This design comes from an exercise in tuning for small area, a short achievable clock period and few clock cycles per item on the open sky130 flow, not from production work.
At most, simulation tests tie the RTL to the original design; equivalence was not proved.
For run 1, only the layout was checked, not whether the RTL still works.

==> flow/design.v, too long to show whole: its modules and the start of the top module <==
// module pe_requant: 847 lines
module pe_requant #(
    parameter int ACC_W  = 32,
    parameter int MULT_W = 16,
    parameter int CNT_W  = 16
) (
    input  logic              clk,
    input  logic              rst_n,
    input  logic              in_valid,
    output logic              in_ready,
    input  logic [ACC_W-1:0]  in_acc,
    input  logic [ACC_W-1:0]  in_bias,
    input  logic              in_last,
    output logic              out_valid,
    input  logic              out_ready,
    output logic [7:0]        out_data,
    output logic              out_last,
    input  logic              cfg_we,
    input  logic [MULT_W-1:0] cfg_mult,
    input  logic [4:0]        cfg_shift,
    input  logic [7:0]        cfg_zp,
    output logic              busy,
    output logic [CNT_W-1:0]  out_count
);
  // ...
==> flow/flow/run.sh <==
#!/bin/bash
# Standard layout, with plain buffers (not delay buffers) on the ports.
export BUFFER_PORTS_ARGS="-buffer_cell sky130_fd_sc_hd__buf_1"
bash standard.sh > standard.log 2>&1
==> flow/standard.sh <==
#!/bin/bash
# synth_recipe.tcl (not shown) runs the flow's synth.tcl, then flattens the netlist and writes it again
# the make line also repeats each setting of config.mk as NAME=value (left out here)
make -C /OpenROAD-flow-scripts/flow DESIGN_CONFIG=/design/flow/config.mk WORK_HOME=/design/flow/orfs CLKGATE_MAP_FILE= SYNTH_SCRIPT=/design/flow/synth_recipe.tcl "${@:-finish}"
==> flow/config.mk <==
export PLATFORM = sky130hd
export DESIGN_NAME = pe_requant
export DESIGN_NICKNAME = pe_requant
export VERILOG_FILES = /design/flow/design.v
export SDC_FILE = /design/flow/constraint.sdc
export NUM_CORES = 4
export LEC_CHECK = 0
export ABC_CLOCK_PERIOD_IN_PS = 4400
export CAP_MARGIN = 20
export CORE_MARGIN = 2
export CORE_UTILIZATION = 55
export SETUP_SLACK_MARGIN = 5.0
export SLEW_MARGIN = 20
==> flow/constraint.sdc <==
create_clock -name core_clock -period 9.0 [get_ports {clk}]
set_input_delay 1.8000 -clock core_clock [delete_from_list [all_inputs] [get_ports {clk}]]
set_output_delay 1.8000 -clock core_clock [all_outputs]
set_load 0.01 [all_outputs]
==> flow_summary.rst, run 1 <==
.. list-table::
   :header-rows: 1

   * - Metric
     - Value
   * - Gate Count Post-Synth
     - 2954
   * - Seq cells post-synth
     - 232
   * - Fill count
     - 4093
   * - Slew of the pin with the lowest slew margin
     - 1020 ps
   * - Count of unique library cells instantiated by Yosys
     - 95
   * - Gr usage total
     - 33.5%
   * - Syn Area/Cell
     - 8.86 sq um
   * - Most repeated cell in the gate-level netlist after synthesis
     - sky130_fd_sc_hd__inv_1
   * - Final core occ
     - 62.7%
   * - Unrepaired setup endpoints after global routing
     - yes
   * - CP arrival
     - 5550 ps
   * - Top routing layer in use
     - met4
   * - Iteration count of the initial detailed-routing pass
     - 6
   * - Tap Count
     - 607
   * - Worst Setup Path Type
     - in2reg
   * - Relative slew slack
     - 31.4%
   * - List of most frequent post-synthesis cells
     - 287 x sky130_fd_sc_hd__inv_1, 261 x sky130_fd_sc_hd__a22oi_1, 260 x sky130_fd_sc_hd__fa_1, 225 x sky130_fd_sc_hd__xnor2_1, 222 x sky130_fd_sc_hd__nand2_1
   * - Longest individual stage delay on the worst path
     - 530 ps
   * - Mux share of post-synthesis cell area
     - 4.38%
   * - Worst Hold Margin
     - 337 ps
   * - Post-detailed-route DRC marker count
     - 0
   * - Met2 Wirelength
     - 38600 um
   * - Count of yosys warnings during synthesis
     - 3
   * - Top class by area
     - multi-input combinational cells
   * - Final sum of negative setup slack
     - 0 ps
   * - Inverters, non-clock
     - 294
   * - Outcome
     - finished clean
   * - Proportion of layout cells with a drive suffix above 1
     - 14.0%
   * - Number of clock sinks seen by CTS
     - 232
==> run 2: changes to the inputs <==
--- a/flow/design.v
+++ b/flow/design.v
@@ -739,46 +739,65 @@
     always_ff @(posedge clk) s2_y[44] <= t567;
     always_ff @(posedge clk) s2_y[45] <= t569;
     always_ff @(posedge clk) s2_y[46] <= t571;
     always_ff @(posedge clk) s2_y[47] <= t573;
     always_ff @(posedge clk) s2_y[48] <= t575;
     always_ff @(posedge clk) s2_y[49] <= t577;
     always_ff @(posedge clk) s2_last <= s1_last;
     logic [W-1:0] p;
-    logic [40:0]  hmask;
-    logic [7:0]   win, res;
-    logic         hi;
+    logic [30:0]  hmask;
+    logic [7:0]   win;
+    logic         neg, hi_fix, hi_var;
     always_comb begin
-        p     = s2_x + s2_y;
-        win   = 8'(p[38:0] >> cfg_shift_q);
-        hmask = {41{1'b1}} << cfg_shift_q;
-        hi    = |(p[48:8] & hmask);
-        if (p[W-1])  res = 8'd0;
-        else if (hi) res = 8'd255;
-        else         res = win;
-    end
-    logic       r3_vld;
-    logic [8:0] r3_dat;
-    logic [2:0] h_vld;
-    logic [8:0] h_dat [3];
-    always_ff @(posedge clk) r3_dat <= {s2_last, res};
+        p      = s2_x + s2_y;
+        win    = 8'(p[38:0] >> cfg_shift_q);
+        hmask  = {31{1'b1}} << cfg_shift_q;       
+        neg    = p[W-1];
+        hi_fix = |p[48:39];                       
+        hi_var = |(p[38:8] & hmask);
+    end
+    logic        r3_vld;
+    logic        r3_last, r3_neg, r3_hfix, r3_hvar;
+    logic [7:0]  r3_win;
+    logic [8:0]  r3_dat;
+    logic [2:0]  h_vld;
+    logic [8:0]  h_dat [3];
+    always_ff @(posedge clk) begin
+        r3_last <= s2_last;
+        r3_neg  <= neg;
+        r3_hfix <= hi_fix;
+        r3_hvar <= hi_var;
+        r3_win  <= win;
+    end
+    assign r3_dat = {r3_last, {8{!r3_neg}} & ({8{r3_hfix | r3_hvar}} | r3_win)};
     assign out_valid = h_vld[0] || r3_vld;
     assign out_data  = h_vld[0] ? h_dat[0][7:0] : r3_dat[7:0];
     assign out_last  = h_vld[0] ? h_dat[0][8]   : r3_dat[8];
     assign pop       = out_valid && out_ready;
     logic [2:0] nh_vld;
     logic       v1_nxt, v2_nxt;
     always_comb begin
-        logic [2:0] cnt;
-        cnt = 3'(h_vld[0]) + 3'(h_vld[1]) + 3'(h_vld[2]) + 3'(r3_vld) - 3'(pop);
-        nh_vld = {cnt > 3'd2, cnt > 3'd1, cnt > 3'd0};
+        if (r3_vld && !pop)      nh_vld = {h_vld[1:0], 1'b1};
+        else if (!r3_vld && pop) nh_vld = {1'b0, h_vld[2:1]};
+        else                     nh_vld = h_vld;
         v1_nxt = in_fire;
         v2_nxt = s1_vld;
     end
+    logic [2:0] fl_q, fl_nxt;
+    logic       fl_inc, fl_dec;
+    assign fl_inc = in_fire && !pop;
+    assign fl_dec = pop && !in_fire;
+    always_comb begin
+        if (fl_inc)      fl_nxt = {fl_q[1:0], 1'b1};
+        else if (fl_dec) fl_nxt = {1'b0, fl_q[2:1]};
+        else             fl_nxt = fl_q;
+    end
+    assign room_q = !fl_q[2];
+    assign any_q  = fl_q[0];
     always_ff @(posedge clk) begin
         for (int k = 0; k < 3; k++) begin
             if (pop) begin
                 if (k < 2 && h_vld[k+1]) h_dat[k] <= h_dat[k+1];
                 else                     h_dat[k] <= r3_dat;
             end else begin
                 if (h_vld[k])            h_dat[k] <= h_dat[k];
                 else                     h_dat[k] <= r3_dat;
@@ -786,26 +805,23 @@
         end
     end
     always_ff @(posedge clk or negedge rst_n) begin
         if (!rst_n) begin
             s1_vld <= 1'b0;
             s2_vld <= 1'b0;
             r3_vld <= 1'b0;
             h_vld  <= 3'b000;
-            room_q <= 1'b1;
-            any_q  <= 1'b0;
+            fl_q   <= 3'b000;
         end else begin
             s1_vld <= v1_nxt;
             s2_vld <= v2_nxt;
             r3_vld <= s2_vld;
             h_vld  <= nh_vld;
-            room_q <= (32'(nh_vld[0]) + 32'(nh_vld[1]) + 32'(nh_vld[2]) + 32'(s2_vld)
-                       + 32'(v1_nxt) + 32'(v2_nxt)) < 3;
-            any_q  <= nh_vld[0] || s2_vld || v1_nxt || v2_nxt;
+            fl_q   <= fl_nxt;
         end
     end
     logic [17:0] mx;
     logic [NDIG-1:0] bone_n;
     logic [NDIG-2:0] btwo_n, bneg_n;
     assign mx = {2'b00, cfg_mult};
     always_comb begin
         for (int j = 0; j < NDIG; j++) begin
==> flow/run.sh (new file) <==
#!/bin/bash
# synth_recipe.tcl (not shown) runs the flow's synth.tcl, then flattens the netlist and writes it again
# the make line also repeats each setting of config.mk as NAME=value (left out here)
make -C /OpenROAD-flow-scripts/flow DESIGN_CONFIG=/design/flow/config.mk WORK_HOME=/design/flow/orfs CLKGATE_MAP_FILE= SYNTH_SCRIPT=/design/flow/synth_recipe.tcl finish
removed: flow/flow/run.sh
removed: flow/standard.sh
==> run 2 against run 1 <==
Effect of this change:
- still clean
- flip-flop and latch count up 4
- utilization increased by 0.52 points
- first-iteration DRC count down 6.7%
- design area up 2.3%
- sequential share of layout area decreased by 0.059 points
- via count rose by 1.6%
- critical endpoint is now in_ready
==> flow_summary.rst, run 2 <==
.. list-table::
   :header-rows: 1

   * - Metric
     - Value
   * - Outcome
     - finished clean (unchanged)
   * - DRT antenna net count
     - 0 (unchanged)
   * - EDFF count, synth
     - 9 (unchanged)
   * - Most frequent standard cell in the layout excluding fill and tap cells
     - sky130_fd_sc_hd__inv_1 (unchanged)
   * - DP Worst Slack
     - 4190 ps (was 3170 ps)
   * - Syn_nets
     - 3488 (was 3438)
   * - Unrepaired setup endpoints after global routing
     - yes (unchanged)
   * - Relative slew slack
     - 30.2% (was 31.4%)
   * - List of most frequent post-synthesis cells
     - 322 x sky130_fd_sc_hd__inv_1, 266 x sky130_fd_sc_hd__nand2_1, 260 x sky130_fd_sc_hd__a22oi_1, 255 x sky130_fd_sc_hd__fa_1, 207 x sky130_fd_sc_hd__xnor2_1 (was 287 x sky130_fd_sc_hd__inv_1, 261 x sky130_fd_sc_hd__a22oi_1, 260 x sky130_fd_sc_hd__fa_1, 225 x sky130_fd_sc_hd__xnor2_1, 222 x sky130_fd_sc_hd__nand2_1)
   * - Vias after detailed routing
     - 23000 (was 22700)
   * - Wire length of the first global-routing pass
     - 132000 um (was 130000 um)
   * - Type of the most critical hold path
     - reg2reg (unchanged)
   * - Gate Count Post-Synth
     - 3011 (was 2954)
   * - Critical Path Fanout Max
     - 4 (was 8)
   * - Cell Area, Synth
     - 26300 sq um (was 26200 sq um)
   * - Number of max-capacitance violations reported
     - 0 (unchanged)
   * - Count of yosys warnings during synthesis
     - 3 (unchanged)
   * - H-tree level count
     - 1 (unchanged)
   * - Syn Area/Cell
     - 8.72 sq um (was 8.86 sq um)
   * - Worst Hold Margin
     - 333 ps (was 337 ps)
   * - Clock Root Buffer
     - sky130_fd_sc_hd__clkbuf_16 (unchanged)
   * - CP arrival
     - 2190 ps (was 5550 ps)
   * - Startpoint kind of the worst setup timing path
     - input pin (unchanged)
   * - Iteration count of the initial detailed-routing pass
     - 8 (was 6)
   * - Top Registers
     - s2_y (50), s2_x (49), s1_sum (33) (unchanged)
   * - Part of the cycle the worst path needs
     - 44.3% (was 56.0%)
   * - Area fraction of the dominant cell type after synthesis
     - 19.4% (was 19.9%)
   * - Placed instance count
     - 3534 (was 3483)
   * - Register with the highest flop count
     - s2_y (unchanged)
   * - Post-detailed-route DRC marker count
     - 0 (unchanged)
   * - Post-route clock skew
     - 28.4 ps (was 24.3 ps)
   * - Gr usage total
     - 34.3% (was 33.5%)
   * - Type of destination of the critical path
     - output port (was flop)
   * - Number of DRC violations after detailed-routing iteration 0
     - 2450 (was 2627)
   * - TritonCTS clock tree
     - done (unchanged)
   * - Number of clock sinks seen by CTS
     - 236 (was 232)
   * - Final WS setup
     - 5010 ps (was 3960 ps)
   * - Instance count along the most critical hold path
     - 0 (unchanged)
   * - Std-Cell Rows
     - 80 (was 79)
   * - Final-report max-slew violation count
     - 0 (unchanged)
   * - Number of global-route vias before repair
     - 22700 (about the same)
   * - Critical Path Slowest Stage Cell
     - sky130_fd_sc_hd__nand2b_4 (was sky130_fd_sc_hd__fa_1)
   * - Depth of the worst register-to-register path
     - 13 (was 19)
   * - Final hold violations
     - 0 (unchanged)
   * - Total half-perimeter wirelength after legalization and detailed placement
     - 61900 um (was 60300 um)
   * - Die width
     - 223 um (was 222 um)
   * - Highest-count cells in the layout ignoring fill and taps
     - 318 x sky130_fd_sc_hd__inv_1, 266 x sky130_fd_sc_hd__nand2_1, 251 x sky130_fd_sc_hd__fa_1 (was 282 x sky130_fd_sc_hd__inv_1, 250 x sky130_fd_sc_hd__a22oi_1, 245 x sky130_fd_sc_hd__fa_1)
   * - Initial antenna violation count
     - 1 (was 0)
   * - Effective utilization at floorplan
     - 55.4% (was 56.0%)
   * - Post-synthesis to final-layout area growth
     - 14.2% (was 12.0%)
   * - FMAX
     - 251 MHz (was 199 MHz)
   * - Total Routed Length
     - 88100 um (was 85100 um)
   * - Time the final worst path needs with I/O delays and setup
     - 3990 ps (was 5040 ps)
   * - Worst Path Required
     - 7200 ps (was 9520 ps)
   * - Most repeated cell in the gate-level netlist after synthesis
     - sky130_fd_sc_hd__inv_1 (unchanged)
   * - Slew of the pin with the lowest slew margin
     - 1040 ps (was 1020 ps)
   * - Number of nets in the finished design
     - 3488 (was 3435)
   * - Port Buf Inserts
     - 126 (unchanged)
   * - Final sum of negative setup slack
     - 0 ps (unchanged)
   * - Average wire length per cell after detail routing
     - 24.1 um (was 23.8 um)
   * - Clk pin slew, worst setup/hold paths
     - 70 ps (about the same)
   * - Worst Setup Path Type
     - in2out (was in2reg)
   * - Main flop type after synthesis
     - sky130_fd_sc_hd__dfxtp_1 (unchanged)
   * - Maximum number of pins on one net before global-route repair
     - 69 (unchanged)
   * - Longest individual stage delay on the worst path
     - 140 ps (was 530 ps)
   * - Cts bufs inserted
     - 29 (was 26)
   * - Seq cells post-synth
     - 236 (was 232)
   * - Cell types with the largest area share after synthesis
     - sky130_fd_sc_hd__fa_1 19%, sky130_fd_sc_hd__dfxtp_1 12%, sky130_fd_sc_hd__a22oi_1 7.4%, sky130_fd_sc_hd__xnor2_1 6.9%, sky130_fd_sc_hd__dfrtp_1 5.9% (was sky130_fd_sc_hd__fa_1 20%, sky130_fd_sc_hd__dfxtp_1 12%, sky130_fd_sc_hd__xnor2_1 7.5%, sky130_fd_sc_hd__a22oi_1 7.5%, sky130_fd_sc_hd__ha_1 6.0%)
   * - Full die area
     - 49500 sq um (was 49300 sq um)
   * - Cells along the critical path
     - buf_2 > nand2b_4 > buf_6 (was buf_8 > nand2_8 > inv_8 > ha_4 > fa_1 > inv_1 > ha_2 > fa_2 > xor2_1 > or2_4 > fa_1 > inv_1 > fa_1 > inv_1 > ha_1 > inv_1 > fa_1 > inv_1 > a21boi_1)
   * - Proportion of layout cells with a drive suffix above 1
     - 12.0% (was 14.0%)
   * - Asr flop ratio synth
     - 26.7% (about the same)
   * - Number of diodes added for antenna fixing
     - 0 (unchanged)
   * - Placer Congestion
     - 0.922 (was 0.965)
   * - Count of unique library cells instantiated by Yosys
     - 110 (was 95)
   * - Setup violations, final
     - 0 (unchanged)
   * - Via-per-instance ratio
     - 6.31 (was 6.34)
   * - Later-pin clock latency in the skew report
     - 580 ps (was 590 ps)
   * - CTS Buffer Depth
     - 3 (unchanged)
   * - Largest register FFs
     - 50 (unchanged)
   * - Core ar.
     - 47400 sq um (was 46800 sq um)
   * - Count of pins on the block boundary
     - 127 (unchanged)
   * - Global route overflow
     - 0 (unchanged)
   * - Cell Count, Final, Fillers Out
     - 3649 (was 3576)
   * - Cell taking the most area after synthesis
     - sky130_fd_sc_hd__fa_1 (unchanged)
   * - Die outline height
     - 223 um (was 222 um)
   * - Sequential share of the synthesized area
     - 19.5% (was 19.3%)
-- run 2: through the flow --
step	utilization, %	instance area [sq um]
after floorplan	-	26300
after global placement	58.0	27500
after detailed placement	58.0	27500
after CTS	61.2	29000
after global routing	63.2	30000
final	63.2	30000
-- run 2: path summary, 6_finish.rpt --
check                      slack, ps        to       from
setup reg to reg                5020  s2_x[37]    bone[6]
setup / recovery                5010  in_ready  out_ready
hold reg to reg                  330   r3_last    s2_last
min in group asynchronous       1430  h_vld[2]      rst_n
hold / removal                   330   r3_last    s2_last
max in group asynchronous       6900   bneg[5]      rst_n
-- run 2: cells by family (layout without fill, tap and decap cells) --
group           count (synthesis)  count (layout)  share of synthesized area (%)
compound gates                762             762                           20.1
flops                         236             236                           19.5
buf+inv                       570             593                           8.59
fa+ha+maj                     379             379                           25.3
mux                            52              52                           2.82
xor+xnor                      341             341                           11.4
simple gates                  671             671                           12.2
-- run 2: critical path, delay by kind of cell --
family	cells	cell delay, ps
buffers and inverters	2	250
and+or+nand+nor	1	140
-- run 2: layout make-up --
type,count,area [sq um]
clock buffers,37,806
clock inverters,17,143
fillers,4059,17500
inverters,325,1230
multi-input cells,2205,19500
flip-flops and latches,236,5230
well taps,615,769
repair buffers,214,2360
-- run 2: layer usage --
metal  wire [um]  vias to the layer above  track usage (%)  part of all wire [%]
li1            -                    10300                -                     -
met1       35400                    11200             45.5                    40
met2       39800                     1263             54.6                    45
met3        8270                      282             6.45                   9.4
met4        4660                        2             15.3                   5.3
met5          13                        -                0                 0.015
-- run 2: repair_timing --
action                     CTS  global route
cloned                       1             2
setup endpoints to repair   73            83
pin swaps                   15            82
hold buffers                 0             0
setup buffers               17            41
gates resized for setup    106           132
Testbench counts of run 2, summed over its fixed seeds: cycles 11,204, items 10,948.
==> run 3: changes to the inputs <==
==> flow/flow/run.sh (new file) <==
#!/bin/bash
# Standard layout, with plain buffers (not delay buffers) on the ports.
export BUFFER_PORTS_ARGS="-buffer_cell sky130_fd_sc_hd__buf_1"
bash standard.sh > standard.log 2>&1
==> flow/standard.sh (new file) <==
#!/bin/bash
# synth_recipe.tcl (not shown) runs the flow's synth.tcl, then flattens the netlist and writes it again
# the make line also repeats each setting of config.mk as NAME=value (left out here)
make -C /OpenROAD-flow-scripts/flow DESIGN_CONFIG=/design/flow/config.mk WORK_HOME=/design/flow/orfs CLKGATE_MAP_FILE= SYNTH_SCRIPT=/design/flow/synth_recipe.tcl "${@:-finish}"
--- a/flow/config.mk
+++ b/flow/config.mk
@@ -9,5 +9,7 @@
 export CAP_MARGIN = 20
 export CORE_MARGIN = 2
 export CORE_UTILIZATION = 55
+export CTS_BUF_LIST = sky130_fd_sc_hd__clkbuf_4 sky130_fd_sc_hd__clkbuf_8
+export CTS_CLUSTER_SIZE = 30
 export SETUP_SLACK_MARGIN = 5.0
 export SLEW_MARGIN = 20
removed: flow/run.sh
==> run 3 against run 2 <==
Effect of this change:
- critical endpoint is now r3_hvar
- area after synthesis is the same
- utilization shrank 2.5 points
- critical path depth grew 8
- wire length shrank 0.11%
- non-clock buffer count shrank 20
- register-to-register slack lost 20 ps
- flip-flop and latch count is the same
- sequential share of layout area grew 0.78 points
- via count grew 0.19%
==> flow_summary.rst, run 3 <==
.. list-table::
   :header-rows: 1

   * - Metric
     - Value
   * - Area fraction of the dominant cell type after synthesis
     - 19.4% (unchanged)
   * - Syn_nets
     - 3488 (unchanged)
   * - Maximum number of pins on one net before global-route repair
     - 68 (was 69)
   * - Startpoint of the worst setup timing path
     - s2_x[17] (was out_ready)
   * - Most frequent standard cell in the layout excluding fill and tap cells
     - sky130_fd_sc_hd__inv_1 (unchanged)
   * - Effective utilization at floorplan
     - 55.4% (unchanged)
   * - Critical Path Slowest Stage Cell
     - sky130_fd_sc_hd__nor4_4 (was sky130_fd_sc_hd__nand2b_4)
   * - Dominant combinational cell family by area after synthesis
     - adder cells (unchanged)
   * - Met3 usage
     - 7.51% (was 6.45%)
   * - Outcome
     - finished clean (unchanged)
   * - Clock Root Buffer
     - sky130_fd_sc_hd__clkbuf_8 (was sky130_fd_sc_hd__clkbuf_16)
   * - Full die area
     - 49500 sq um (unchanged)
   * - Final hold violations
     - 0 (unchanged)
   * - Cell Area, Synth
     - 26300 sq um (unchanged)
   * - Gr usage total
     - 34.9% (was 34.3%)
   * - Synth Area in Simple Gates
     - 12.2% (unchanged)
   * - Count of cell instances traversed by the critical path
     - 11 (was 3)
   * - Final sum of negative setup slack
     - 0 ps (unchanged)
   * - Cell types with the largest area share after synthesis
     - sky130_fd_sc_hd__fa_1 19%, sky130_fd_sc_hd__dfxtp_1 12%, sky130_fd_sc_hd__a22oi_1 7.4%, sky130_fd_sc_hd__xnor2_1 6.9%, sky130_fd_sc_hd__dfrtp_1 5.9% (unchanged)
   * - Number of max-capacitance violations reported
     - 0 (unchanged)
   * - Die width
     - 223 um (unchanged)
   * - Main flop type after synthesis
     - sky130_fd_sc_hd__dfxtp_1 (unchanged)
   * - CP arrival
     - 4480 ps (was 2190 ps)
   * - Gate Count Post-Synth
     - 3011 (unchanged)
   * - Post-detailed-route DRC marker count
     - 0 (unchanged)
   * - Post-synthesis to final-layout area growth
     - 9.63% (was 14.2%)
   * - Count of pins on the block boundary
     - 127 (unchanged)
   * - EDFF count, synth
     - 9 (unchanged)
   * - Post-route clock skew
     - 48.0 ps (was 28.4 ps)
   * - Register with the highest flop count
     - s2_y (unchanged)
   * - Highest-count cells in the layout ignoring fill and taps
     - 319 x sky130_fd_sc_hd__inv_1, 266 x sky130_fd_sc_hd__nand2_1, 253 x sky130_fd_sc_hd__fa_1 (was 318 x sky130_fd_sc_hd__inv_1, 266 x sky130_fd_sc_hd__nand2_1, 251 x sky130_fd_sc_hd__fa_1)
   * - Met2 demand-to-capacity share in global routing
     - 56.3% (was 54.6%)
   * - Global route overflow
     - 0 (unchanged)
   * - Worst Setup Path Type
     - reg2reg (was in2out)
   * - Type of the most critical hold path
     - reg2reg (unchanged)
   * - Core ar.
     - 47400 sq um (unchanged)
   * - Layer with the highest usage after global routing
     - met2 (unchanged)
   * - Average wire length per cell after detail routing
     - 24.1 um (about the same)
   * - Cell taking the most area after synthesis
     - sky130_fd_sc_hd__fa_1 (unchanged)
   * - Longest individual stage delay on the worst path
     - 650 ps (was 140 ps)
   * - Most repeated cell in the gate-level netlist after synthesis
     - sky130_fd_sc_hd__inv_1 (unchanged)
   * - Unrepaired setup endpoints after global routing
     - yes (unchanged)
   * - Proportion of layout cells with a drive suffix above 1
     - 11.1% (was 12.0%)
   * - Count of unique library cells instantiated by Yosys
     - 110 (unchanged)
   * - Cell class contributing the biggest share of worst-path delay
     - compound AO/OA/AOI/OAI gates (was buffers and inverters)
   * - Compound-gate portion of the synthesized area
     - 20.1% (unchanged)
   * - Type of destination of the critical path
     - flop (was output port)
   * - Depth of the worst register-to-register path
     - 11 (was 13)
   * - Syn Area/Cell
     - 8.72 sq um (unchanged)
   * - Number of DRC violations after detailed-routing iteration 0
     - 2536 (was 2450)
   * - Wire length of the first global-routing pass
     - 133000 um (was 132000 um)
   * - Number of clock sinks seen by CTS
     - 236 (unchanged)
   * - H-tree level count
     - 2 (was 1)
   * - Via-per-instance ratio
     - 6.31 (about the same)
   * - Std-Cell Rows
     - 80 (unchanged)
   * - Die outline height
     - 223 um (unchanged)
   * - Termination of the worst setup path
     - r3_hvar (was in_ready)
   * - Top Registers
     - s2_y (50), s2_x (49), s1_sum (33) (unchanged)
   * - Slew of the pin with the lowest slew margin
     - 1020 ps (was 1040 ps)
   * - Number of global-route vias before repair
     - 23000 (was 22700)
   * - Asr flop ratio synth
     - 26.7% (unchanged)
   * - Relative slew slack
     - 32.0% (was 30.2%)
   * - Iteration count of the initial detailed-routing pass
     - 6 (was 8)
   * - Seq cells post-synth
     - 236 (unchanged)
   * - List of most frequent post-synthesis cells
     - 322 x sky130_fd_sc_hd__inv_1, 266 x sky130_fd_sc_hd__nand2_1, 260 x sky130_fd_sc_hd__a22oi_1, 255 x sky130_fd_sc_hd__fa_1, 207 x sky130_fd_sc_hd__xnor2_1 (unchanged)
   * - CTS Buffer Depth
     - 3 (unchanged)
   * - Top cell by count, worst path
     - sky130_fd_sc_hd__o211ai_1
   * - Cts bufs inserted
     - 44 (was 29)
   * - Setup violations, final
     - 0 (unchanged)
   * - Total half-perimeter wirelength after legalization and detailed placement
     - 63500 um (was 61900 um)
   * - Part of the cycle the worst path needs
     - 44.4% (was 44.3%)
   * - Clk pin slew, worst setup/hold paths
     - 60 ps (was 70 ps)
   * - Time the final worst path needs with I/O delays and setup
     - 4000 ps (was 3990 ps)
   * - Mux share of post-synthesis cell area
     - 2.82% (unchanged)
   * - Xor-xnor portion of the synthesized cell area
     - 11.4% (unchanged)
   * - Number of nets in the finished design
     - 3483 (was 3488)
   * - Adder-Cell Fraction of Synth Area
     - 25.3% (unchanged)
   * - Cells along the critical path
     - ha_1 > a21oi_1 > o21ai_1 > a211oi_2 > nor4_4 > o211ai_1 > nand4b_1 > nand2_1 > a2111oi_1 > a31o_2 > o211ai_1 (was buf_2 > nand2b_4 > buf_6)
   * - Critical Path Fanout Max
     - 8 (was 4)
   * - TritonCTS clock tree
     - done (unchanged)
   * - Largest register FFs
     - 50 (unchanged)
   * - Final core occ
     - 60.7% (was 63.2%)
   * - Sequential share of the synthesized area
     - 19.5% (unchanged)
   * - FMAX
     - 250 MHz (was 251 MHz)
   * - Final-report max-slew violation count
     - 0 (unchanged)
   * - Count of yosys warnings during synthesis
     - 3 (unchanged)
   * - Endpoint of the worst-slack reg-to-reg timing path
     - r3_hvar (was s2_x[37])
   * - Critical R2R Launch
     - s2_x[17] (was bone[6])
   * - Total Routed Length
     - 88000 um (was 88100 um)
   * - Later-pin clock latency in the skew report
     - 630 ps (was 580 ps)
   * - Initial antenna violation count
     - 2 (was 1)
   * - Met1 Usage GRT
     - 44.8% (was 45.5%)
   * - Port Buf Inserts
     - 126 (unchanged)
   * - Placer Congestion
     - 0.946 (was 0.922)
   * - Worst Path Required
     - 9480 ps (was 7200 ps)
   * - Worst path bufs/invs
     - 0 (was 2)
   * - Vias after detailed routing
     - 23100 (was 23000)
   * - DRT antenna net count
     - 0 (unchanged)
   * - Startpoint kind of the worst setup timing path
     - flop (was input pin)
## run 3: cell counts after synthesis
No cell type changed its count.
## run 3: cell families (layout without fill, tap and decap cells)
family | after synthesis | in the layout
buffers and inverters | 570 | 600
AOI/OAI and AO/OA | 762 | 762
xor gates and xnor gates | 341 | 341
DFF | 236 | 236
muxes | 52 | 52
other | 0 | 2
adders and majority gates | 379 | 379
and+or+nand+nor | 671 | 671
## run 3: per-stage QoR
step | hold WS (ps) | worst slack [ps] | instances | area (sq um)
2_1_floorplan | 310 | 4980 | 3011 | 26300
3_3_place_gp | 310 | 4350 | 3535 | 26700
4_1_cts | 332 | 4960 | 3638 | 28200
6_report | 329 | 5000 | 3658 | 28800
5_1_grt | 341 | 4930 | 3658 | 28800
3_5_place_dp | 318 | 4330 | 3535 | 26700
## run 3: layout make-up
type	count	area [sq um]
Antenna cell	2	5.00
Clock buffer	62	785
Clock inverter	19	219
Fill cell	4177	18600
Inverter	325	1230
Multi-Input combinational cell	2205	19200
Sequential cell	236	5250
Tap cell	615	769
Timing Repair Buffer	194	1340
## run 3: routing by layer
metal	part of all wire [%]	vias to the layer above	routed length [um]
met5	0	-	0
met4	5.1	0	4500
met3	8.7	304	7620
met2	46	1221	40700
met1	40	11300	35200
li1	-	10300	-
## run 3: worst min path at each step
stage | from | endpoint | slack (ps) | cells past startpoint
after floorplan | s2_last | r3_last | 310 | 0
after detailed placement | s1_last | s2_last | 320 | 0
after global placement | s2_last | r3_last | 310 | 0
final | s1_last | s2_last | 330 | 0
after global routing | s1_last | s2_last | 340 | 0
after CTS | s1_last | s2_last | 330 | 0
## run 3: what timing repair did
action                                  in CTS  in global routing
endpoints found under the setup margin      59                 63
resized for setup                           71                107
setup buffers                               22                 15
gates cloned                                 0                  3
endpoints found under the hold margin        0                  0
pin swaps                                    0                 41
hold buffers                                 0                  0

## static timing again, ports no longer ideal
No port has a modelled driver above. Below, the same layouts with a new extraction and two added sets of constraints. Step 1 assumes that a clkbuf_16 drives the clock port and a buf_2 every other input. Step 2 times the ports against the registers' clock, not the clock port: input delays grow and output delays shrink by t, the midpoint of the rising clock arrivals with the driver on. Slacks: ideal ports / drivers / drivers and shift; pairs: ideal ports / drivers.
run	shift t [ns]	setup WS [ns]	worst slew at a driven data input, ns	pins driven straight from the clock port
run 1	0.641	3.964 / 3.982 / 3.341	0.06	1
run 2	0.627	5.013 / 4.993 / 4.533	0.07	1
run 3	0.666	5.002 / 4.990 / 4.441	0.13	1
After both steps every run listed still meets setup and hold. The setup slack of run 1, which loses most, moves by +0.018 ns with the drivers and by -0.623 ns with both steps.
